From an optimization exercise on the open Yosys and OpenROAD flow, aimed at small area; shortcuts taken in it are not production practice. Only simulation tests tie the RTL to the original design; equivalence was not proved. No activity file was given, so power comes from the tool's default toggle rates.

==> inputs of exp/ember <==
Design cpu8_top, start of the top module:
module cpu8_top #(
    parameter int imem_depth = 64
) (
    input  logic                          clk,
    input  logic                          rst_n,
    input  logic                          run,
    input  logic                          prog_we,
    input  logic [$clog2(imem_depth)-1:0] prog_addr,
    input  logic [31:0]                   prog_data,
    output logic                          retire,
    output logic [$clog2(imem_depth)-1:0] pc,
    output logic                          wb_en,
    output logic [2:0]                    wb_reg,
    output logic [7:0]                    wb_data
);
==> module shifter, before the edit <==
module shifter (
    input  cpu8_core_pkg::data_t a,
    input  logic [2:0]           s,
    input  logic [1:0]           mode,
    output cpu8_core_pkg::data_t y
);
    logic is_sll, is_ror, fill;
    cpu8_core_pkg::data_t x, r1, r2, r3;
    assign is_sll = (mode == 2'd0);
    assign is_ror = (mode == 2'd3);
    assign fill   = (mode == 2'd2) & a[7];
    always_comb begin
        for (int k = 0; k < 8; k++) x[k] = is_sll ? a[7-k] : a[k];
        for (int k = 0; k < 8; k++) begin
            if (k < 7) r1[k] = s[0] ? x[k+1] : x[k];
            else       r1[k] = s[0] ? ((is_ror & x[0]) | fill) : x[k];
        end
        for (int k = 0; k < 8; k++) begin
            if (k < 6) r2[k] = s[1] ? r1[k+2] : r1[k];
            else       r2[k] = s[1] ? ((is_ror & r1[k-6]) | fill) : r1[k];
        end
        for (int k = 0; k < 8; k++) begin
            if (k < 4) r3[k] = s[2] ? r2[k+4] : r2[k];
            else       r3[k] = s[2] ? ((is_ror & r2[k-4]) | fill) : r2[k];
        end
        for (int k = 0; k < 8; k++) y[k] = is_sll ? r3[7-k] : r3[k];
    end
endmodule
Settings: LEC_CHECK=0, CAP_MARGIN=20, CORE_MARGIN=2, CORE_UTILIZATION=75, SETUP_SLACK_MARGIN=0.15, SLEW_MARGIN=20, SYNTH_HIERARCHICAL=1, SYNTH_MINIMUM_KEEP_SIZE=0; clock period 12.5 ns.
standard.sh (not shown) runs the stock make flow with config.mk's settings and CLKGATE_MAP_FILE= SYNTH_SCRIPT=/design/flow/synth_recipe.tcl, a recipe that flattens the netlist after the stock synthesis.
==> flow/flow/run.sh <==
#!/bin/bash
# The standard layout (the standard.sh: unchanged synthesis, floorplan,
# power grid, placement and routing) with two changes:
#  - ports are buffered with the smallest buffer instead of clkdlybuf4s50_1,
#  - clock tree sinks are clustered 30 to a buffer within 70 um, without
#    dummy loads.
# make's output goes to standard_make.log; each ORFS step keeps its own log
# under orfs/logs/.
set -euo pipefail
export BUFFER_PORTS_ARGS="-buffer_cell sky130_fd_sc_hd__buf_1"
export CTS_ARGS="-sink_clustering_enable -repair_clock_nets -dont_use_dummy_load -sink_clustering_size 30 -sink_clustering_max_diameter 70"
bash standard.sh > standard_make.log 2>&1
==> exp/indigo (differences from exp/ember) <==
--- a/flow/design.v
+++ b/flow/design.v
@@ -4,25 +4,25 @@
     localparam int num_regs  = 8;
     localparam int reg_idx_w = $clog2(num_regs);
     typedef logic [data_w-1:0]    data_t;
     typedef logic [reg_idx_w-1:0] reg_idx_t;
 endpackage
 `timescale 1ns/1ns
 package cpu8_isa_pkg;
-    localparam int cinstr_w = 14;
+    localparam int cinstr_w = 16;
     typedef logic [cinstr_w-1:0] cinstr_t;
-    localparam logic [3:0] c_add = 4'b0000;
-    localparam logic [3:0] c_sub = 4'b0001;
-    localparam logic [3:0] c_and = 4'b0010;
-    localparam logic [3:0] c_or  = 4'b0011;
-    localparam logic [3:0] c_mul = 4'b0100;
-    localparam logic [3:0] c_sll = 4'b1000;
-    localparam logic [3:0] c_srl = 4'b1001;
-    localparam logic [3:0] c_sra = 4'b1010;
-    localparam logic [3:0] c_ror = 4'b1011;
+    localparam logic [4:0] c_add = 5'b00000;
+    localparam logic [4:0] c_sub = 5'b00001;
+    localparam logic [4:0] c_and = 5'b00010;
+    localparam logic [4:0] c_or  = 5'b00011;
+    localparam logic [4:0] c_mul = 5'b00100;
+    localparam logic [4:0] c_sll = 5'b01000;
+    localparam logic [4:0] c_srl = 5'b01001;
+    localparam logic [4:0] c_sra = 5'b01010;
+    localparam logic [4:0] c_ror = 5'b01011;
 endpackage
 `timescale 1ns/1ns
 module control_unit (
     input  logic [31:0]           word,
     output cpu8_isa_pkg::cinstr_t enc
 );
     logic [7:0] op;
@@ -31,36 +31,36 @@
     logic [7:0] imm;
     assign op  = word[31:24];
     assign rd  = word[18:16];
     assign off = word[21:16];
     assign rs1 = word[10:8];
     assign rs2 = word[2:0];
     assign imm = word[7:0];
-    function automatic logic [13:0] alu_form(input logic [3:0] c,
+    function automatic logic [15:0] alu_form(input logic [4:0] c,
                                              input logic [2:0] a,
                                              input logic [2:0] b);
-        alu_form = {1'b0, c[3:2], rd, c[1:0], a, b};
+        alu_form = {2'b00, c[4:2], rd, c[1:0], a, b};
     endfunction
     always_comb begin
         case (op)
             8'd0:    enc = alu_form(cpu8_isa_pkg::c_add, rs1, rs2);
             8'd1:    enc = alu_form(cpu8_isa_pkg::c_sub, rs1, rs2);
             8'd2:    enc = alu_form(cpu8_isa_pkg::c_and, rs1, rs2);
             8'd3:    enc = alu_form(cpu8_isa_pkg::c_or,  rs1, rs2);
             8'd4:    enc = alu_form(cpu8_isa_pkg::c_or,  rs2, rs2);   
-            8'd5:    enc = {1'b0, 2'b11, rd, imm};                    
-            8'd6:    enc = {1'b1, 1'b0, off, 3'd0, 3'd0};             
-            8'd7:    enc = {1'b1, 1'b0, off, rs1, rs2};               
-            8'd8:    enc = {1'b1, 1'b1, off, rs1, rs2};               
+            8'd5:    enc = {2'b00, 3'b111, rd, imm};                  
+            8'd6:    enc = {1'b1, 1'b0, off[5:3], off[2:0], imm};     
+            8'd7:    enc = {2'b01, off[5:3], off[2:0], 1'b0, 1'b0, rs1, rs2};   
+            8'd8:    enc = {2'b01, off[5:3], off[2:0], 1'b0, 1'b1, rs1, rs2};   
             8'd9:    enc = alu_form(cpu8_isa_pkg::c_mul, rs1, rs2);
             8'd10:   enc = alu_form(cpu8_isa_pkg::c_sll, rs1, rs2);
             8'd11:   enc = alu_form(cpu8_isa_pkg::c_srl, rs1, rs2);
             8'd12:   enc = alu_form(cpu8_isa_pkg::c_sra, rs1, rs2);
             8'd13:   enc = alu_form(cpu8_isa_pkg::c_ror, rs1, rs2);
-            default: enc = {1'b1, 1'b1, off, 3'd0, 3'd0};             
+            default: enc = {2'b00, 3'b110, rd, imm};                  
         endcase
     end
 endmodule
 `timescale 1ns/1ns
 module mul8lo (
     input  logic [7:0] a,
     input  logic [7:0] b,
@@ -150,81 +150,66 @@
     assign s25 = s18 ^ c17 ^ c24;
     assign c25 = (s18 & c17) | (s18 & c24) | (c17 & c24);
     assign s26 = s19 ^ c18 ^ c25;
     assign c26 = (s19 & c18) | (s19 & c25) | (c18 & c25);
     assign s27 = s20 ^ c19 ^ c26;
     assign p = {s27, s26, s25, s24, s23, s22, s21, pp0_0};
 endmodule
-module add8 (
-    input  cpu8_core_pkg::data_t a,
-    input  cpu8_core_pkg::data_t b,
-    input  logic                 sub,
-    output cpu8_core_pkg::data_t sum
-);
-    always_comb begin
-        logic c, bb;
-        c = sub;
-        for (int k = 0; k < 8; k++) begin
-            bb     = b[k] ^ sub;
-            sum[k] = a[k] ^ bb ^ c;
-            c      = (a[k] & bb) | (a[k] & c) | (bb & c);
-        end
-    end
-endmodule
-module shifter (
-    input  cpu8_core_pkg::data_t a,
-    input  logic [2:0]           s,
-    input  logic [1:0]           mode,
-    output cpu8_core_pkg::data_t y
-);
-    logic is_sll, is_ror, fill;
-    cpu8_core_pkg::data_t x, r1, r2, r3;
-    assign is_sll = (mode == 2'd0);
-    assign is_ror = (mode == 2'd3);
-    assign fill   = (mode == 2'd2) & a[7];
-    always_comb begin
-        for (int k = 0; k < 8; k++) x[k] = is_sll ? a[7-k] : a[k];
-        for (int k = 0; k < 8; k++) begin
-            if (k < 7) r1[k] = s[0] ? x[k+1] : x[k];
-            else       r1[k] = s[0] ? ((is_ror & x[0]) | fill) : x[k];
-        end
-        for (int k = 0; k < 8; k++) begin
-            if (k < 6) r2[k] = s[1] ? r1[k+2] : r1[k];
-            else       r2[k] = s[1] ? ((is_ror & r1[k-6]) | fill) : r1[k];
-        end
-        for (int k = 0; k < 8; k++) begin
-            if (k < 4) r3[k] = s[2] ? r2[k+4] : r2[k];
-            else       r3[k] = s[2] ? ((is_ror & r2[k-4]) | fill) : r2[k];
-        end
-        for (int k = 0; k < 8; k++) y[k] = is_sll ? r3[7-k] : r3[k];
-    end
-endmodule
 module alu (
     input  cpu8_isa_pkg::cinstr_t e,
     input  cpu8_core_pkg::data_t  a,
     input  cpu8_core_pkg::data_t  b,
     output cpu8_core_pkg::data_t  result,
     output logic                  zero
 );
-    logic sub;
-    cpu8_core_pkg::data_t sum, prod, shifted, logic_r, arith;
-    assign sub = e[13] | ({e[12:11], e[7:6]} == cpu8_isa_pkg::c_sub);
-    add8 u_add (.a(a), .b(b), .sub(sub), .sum(sum));
+    logic       is_br, fwd_imm;
+    logic [4:0] c;
+    logic       sub;
+    logic [2:0] s, amt;
+    logic       is_sll, is_sra, is_ror;
+    cpu8_core_pkg::data_t sum, prod, rot, shifted, logic_r;
+    logic [7:0] valid;
+    assign c       = {e[13:11], e[7:6]};
+    assign is_br   = ~e[15] & e[14];
+    assign fwd_imm = e[15] | (~e[14] & e[13] & e[12]);   
+    assign sub = is_br | (c == cpu8_isa_pkg::c_sub);
+    always_comb begin
+        logic cy, bb;
+        cy = sub;
+        for (int k = 0; k < 8; k++) begin
+            bb     = b[k] ^ sub;
+            sum[k] = a[k] ^ bb ^ cy;
+            cy     = (a[k] & bb) | (a[k] & cy) | (bb & cy);
+        end
+    end
     assign zero = (sum == '0);
     assign logic_r = (a & b) | ({8{e[6]}} & (a | b));
-    assign arith   = e[7] ? logic_r : sum;
     mul8lo u_mul (.a(a), .b(b), .p(prod));
-    shifter u_sh (.a(a), .s(e[2:0]), .mode(e[7:6]), .y(shifted));
+    assign s      = e[2:0];
+    assign is_sll = (e[7:6] == 2'b00);
+    assign is_sra = (e[7:6] == 2'b10);
+    assign is_ror = (e[7:6] == 2'b11);
+    assign amt    = is_sll ? 3'(-s) : s;
+    assign rot    = 8'({a, a} >> amt);
     always_comb begin
-        case (e[12:11])
-            2'b00:   result = arith;
-            2'b01:   result = prod;
-            2'b10:   result = shifted;
-            default: result = e[7:0];   
-        endcase
+        for (int k = 0; k < 8; k++) begin
+            valid[k]   = is_ror | (is_sll ? (k >= s) : (k <= 7 - s));
+            shifted[k] = valid[k] ? rot[k] : (is_sra & a[7]);
+        end
+    end
+    always_comb begin
+        if (fwd_imm)       result = e[7:0];
+        else if (is_br)    result = sum;   
+        else begin
+            case (e[12:11])
+                2'b00:   result = e[7] ? logic_r : sum;
+                2'b01:   result = prod;
+                default: result = shifted;
+            endcase
+        end
     end
 endmodule
 `timescale 1ns/1ns
 module reg_file (
     input  logic [63:0]             regs,   
     input  cpu8_core_pkg::reg_idx_t raddr1,
     input  cpu8_core_pkg::reg_idx_t raddr2,
@@ -268,21 +253,14 @@
 module aoi222 (
     input  logic [2:0] s,
     input  logic [2:0] d,
     output logic       y_n
 );
     assign y_n = ~|(d & s);
 endmodule
-module nor2 (
-    input  logic a,
-    input  logic b,
-    output logic y
-);
-    assign y = ~(a | b);
-endmodule
 module sel8 (
     input  logic [7:0] s,
     input  logic [7:0] d,
     output logic       y
 );
     logic [1:0] t_n;
     aoi222 u_0 (.s(s[2:0]), .d(d[2:0]), .y_n(t_n[0]));
@@ -304,25 +282,20 @@
 module instr_mem #(
     parameter int w = cpu8_isa_pkg::cinstr_w
 ) (
     input  logic [64*w-1:0] words,   
     input  logic [5:0]      raddr,
     output logic [w-1:0]    rdata
 );
-    logic [7:0]  row_n, col_n;
     logic [63:0] sel;
     always_comb begin
-        for (int j = 0; j < 8; j++) begin
-            row_n[j] = ~(raddr[5:3] == j);
-            col_n[j] = ~(raddr[2:0] == j);
+        for (int i = 0; i < 64; i++) begin
+            sel[i] = (raddr == i);
         end
     end
-    for (genvar i = 0; i < 64; i++) begin : g_sel
-        nor2 u_sel (.a(row_n[i / 8]), .b(col_n[i % 8]), .y(sel[i]));
-    end
     for (genvar b = 0; b < w; b++) begin : g_bit
         logic [63:0] d;
         for (genvar i = 0; i < 64; i++) begin : g_w
             assign d[i] = words[w*i + b];
         end
         sel64 u_sel (.s(sel), .d(d), .y(rdata[b]));
     end
@@ -353,30 +326,17 @@
     logic                  rf_we;
     logic                  taken;
     logic [5:0]            pc_next;
     logic [w-1:0] mem [0:63];
     logic [64*w-1:0] mem_flat;
     logic [7:0] regs [0:7];
     logic [63:0] regs_flat;
-    logic [7:0]  row_n, col_n;
-    logic [63:0] mem_we;
-    always_comb begin
-        for (int j = 0; j < 8; j++) begin
-            row_n[j] = ~(prog_we && !run && prog_addr[5:3] == j);   
-            col_n[j] = ~(prog_addr[2:0] == j);
-        end
-    end
-    for (genvar i = 0; i < 64; i++) begin : g_we
-        nor2 u_we (.a(row_n[i / 8]), .b(col_n[i % 8]), .y(mem_we[i]));
-    end
     always_ff @(posedge clk) begin
-        for (int i = 0; i < 64; i++) begin
-            if (mem_we[i]) begin
-                mem[i] <= enc;
-            end
+        if (prog_we && !run) begin   
+            mem[prog_addr] <= enc;
         end
     end
     always_ff @(posedge clk) begin
         for (int i = 0; i < 8; i++) begin
             if (!rst_n || (rf_we && e[10:8] == i)) begin
                 regs[i] <= alu_result & {8{rst_n}};
             end
@@ -398,16 +358,16 @@
         .enc  (enc)
     );
     instr_mem u_imem (
         .words (mem_flat),
         .raddr (pc),
         .rdata (e)
     );
-    assign rf_we = run & ~e[13];
-    assign taken = e[13] & (e[12] ^ alu_zero);
+    assign rf_we = run & ~e[15] & ~e[14] & ~(e[13] & e[12] & ~e[11]);
+    assign taken = e[15] | (e[14] & (e[6] ^ alu_zero));
     reg_file u_rf (
         .regs   (regs_flat),
         .raddr1 (e[5:3]),
         .raddr2 (e[2:0]),
         .rdata1 (rdata1),
         .rdata2 (rdata2)
     );
@@ -417,15 +377,15 @@
         .b      (rdata2),
         .result (alu_result),
         .zero   (alu_zero)
     );
     pc_unit u_pc (
         .pc      (pc),
         .taken   (taken),
-        .offset  (e[11:6]),
+        .offset  (e[13:8]),
         .pc_next (pc_next)
     );
     assign retire  = run;
     assign wb_en   = rf_we;
     assign wb_reg  = e[10:8];
     assign wb_data = alu_result;
 endmodule
SETUP_SLACK_MARGIN = 0.3   (was 0.15)
==> exp/harbor (differences from exp/ember) <==
--- a/flow/design.v
+++ b/flow/design.v
@@ -166,40 +166,48 @@
         for (int k = 0; k < 8; k++) begin
             bb     = b[k] ^ sub;
             sum[k] = a[k] ^ bb ^ c;
             c      = (a[k] & bb) | (a[k] & c) | (bb & c);
         end
     end
 endmodule
+module ror8 (
+    input  cpu8_core_pkg::data_t a,
+    input  logic [2:0]           amt,
+    output cpu8_core_pkg::data_t y
+);
+    cpu8_core_pkg::data_t r1, r2;
+    assign r1 = amt[0] ? {a[0], a[7:1]} : a;
+    assign r2 = amt[1] ? {r1[1:0], r1[7:2]} : r1;
+    assign y  = amt[2] ? {r2[3:0], r2[7:4]} : r2;
+endmodule
 module shifter (
     input  cpu8_core_pkg::data_t a,
     input  logic [2:0]           s,
     input  logic [1:0]           mode,
     output cpu8_core_pkg::data_t y
 );
-    logic is_sll, is_ror, fill;
-    cpu8_core_pkg::data_t x, r1, r2, r3;
+    logic       is_sll, is_sra, is_ror;
+    logic [2:0] amt;
+    cpu8_core_pkg::data_t rot;
+    logic [7:0] keep_l, keep_r;
     assign is_sll = (mode == 2'd0);
+    assign is_sra = (mode == 2'd2);
     assign is_ror = (mode == 2'd3);
-    assign fill   = (mode == 2'd2) & a[7];
+    assign amt    = is_sll ? 3'(-s) : s;
+    ror8 u_rot (.a(a), .amt(amt), .y(rot));
     always_comb begin
-        for (int k = 0; k < 8; k++) x[k] = is_sll ? a[7-k] : a[k];
-        for (int k = 0; k < 8; k++) begin
-            if (k < 7) r1[k] = s[0] ? x[k+1] : x[k];
-            else       r1[k] = s[0] ? ((is_ror & x[0]) | fill) : x[k];
-        end
         for (int k = 0; k < 8; k++) begin
-            if (k < 6) r2[k] = s[1] ? r1[k+2] : r1[k];
-            else       r2[k] = s[1] ? ((is_ror & r1[k-6]) | fill) : r1[k];
+            keep_l[k] = (k >= s);       
+            keep_r[k] = (k <= 7 - s);   
         end
         for (int k = 0; k < 8; k++) begin
-            if (k < 4) r3[k] = s[2] ? r2[k+4] : r2[k];
-            else       r3[k] = s[2] ? ((is_ror & r2[k-4]) | fill) : r2[k];
+            if (is_ror || (is_sll ? keep_l[k] : keep_r[k])) y[k] = rot[k];
+            else                                              y[k] = is_sra & a[7];
         end
-        for (int k = 0; k < 8; k++) y[k] = is_sll ? r3[7-k] : r3[k];
     end
 endmodule
 module alu (
     input  cpu8_isa_pkg::cinstr_t e,
     input  cpu8_core_pkg::data_t  a,
     input  cpu8_core_pkg::data_t  b,
     output cpu8_core_pkg::data_t  result,
CAP_MARGIN = 5   (was 20)
SETUP_SLACK_MARGIN = 0.2   (was 0.15)
SLEW_MARGIN = 5   (was 20)
==> qor.yml <==
wl_met3_um: 15000
placed_cell_area_mm2: 0.0444
status: "no timing/DRC/antenna violations"
vias_per_cell: 7.92
fp.dieW_um: 241
core_mm2: 0.0552
power-per-cell-area_mw_per_mm2: 250
n_sequential_cell: 1094
tightest_slew_ns: 1.20
power_clock_uw: 1640
gp_congestion: 0.943
syn-num-nets: 2345
drive_above_1_share_pct: 14.5
the above is filed under exp/indigo

==> qor.yml <==
status: "no timing/DRC/antenna violations"
placed_cell_area_mm2: 0.0387
tightest_slew_ns: 1.29
fp.dieW_um: 227
power_clock_uw: 1430
power-per-cell-area_mw_per_mm2: 156
core_mm2: 0.0490
gp_congestion: 0.937
the above is filed under exp/harbor

==> qor.yml <==
fp.dieW_um: 226
drive_above_1_share_pct: 11.4
power-per-cell-area_mw_per_mm2: 156
vias_per_cell: 7.80
status: "no timing/DRC/antenna violations"
power_clock_uw: 1450
core_mm2: 0.0488
syn-num-nets: 2097
the above is filed under exp/ember

[port drivers added, routing unchanged]
How much do the figures lean on ideal ports? The routed layouts below were timed once more, with nothing changed but the port constraints.
Step 1, drivers: a clkbuf_16 drives clk and a buf_2 each remaining input, both assumed.
Step 2 also shifts input and output timing later by t, the mid clock arrival at the registers, as if the neighbouring blocks saw the same clock.
a / b / c = no drivers / after step 1 / after step 2; a / b = the first two.
| run | t, ns | setup slack, ns | worst setup path after step 2 | worst data-port slew with drivers (ns) |
|---|---|---|---|---|
| exp/ember | 0.646 | 0.342 / 0.278 / 0.924 | register to output | 0.09 |
| exp/indigo | 0.660 | 0.534 / 0.471 / 1.132 | register to output | 0.08 |
| exp/harbor | 0.645 | 0.467 / 0.409 / 1.053 | register to output | 0.10 |
After both steps every run listed still meets setup and hold.
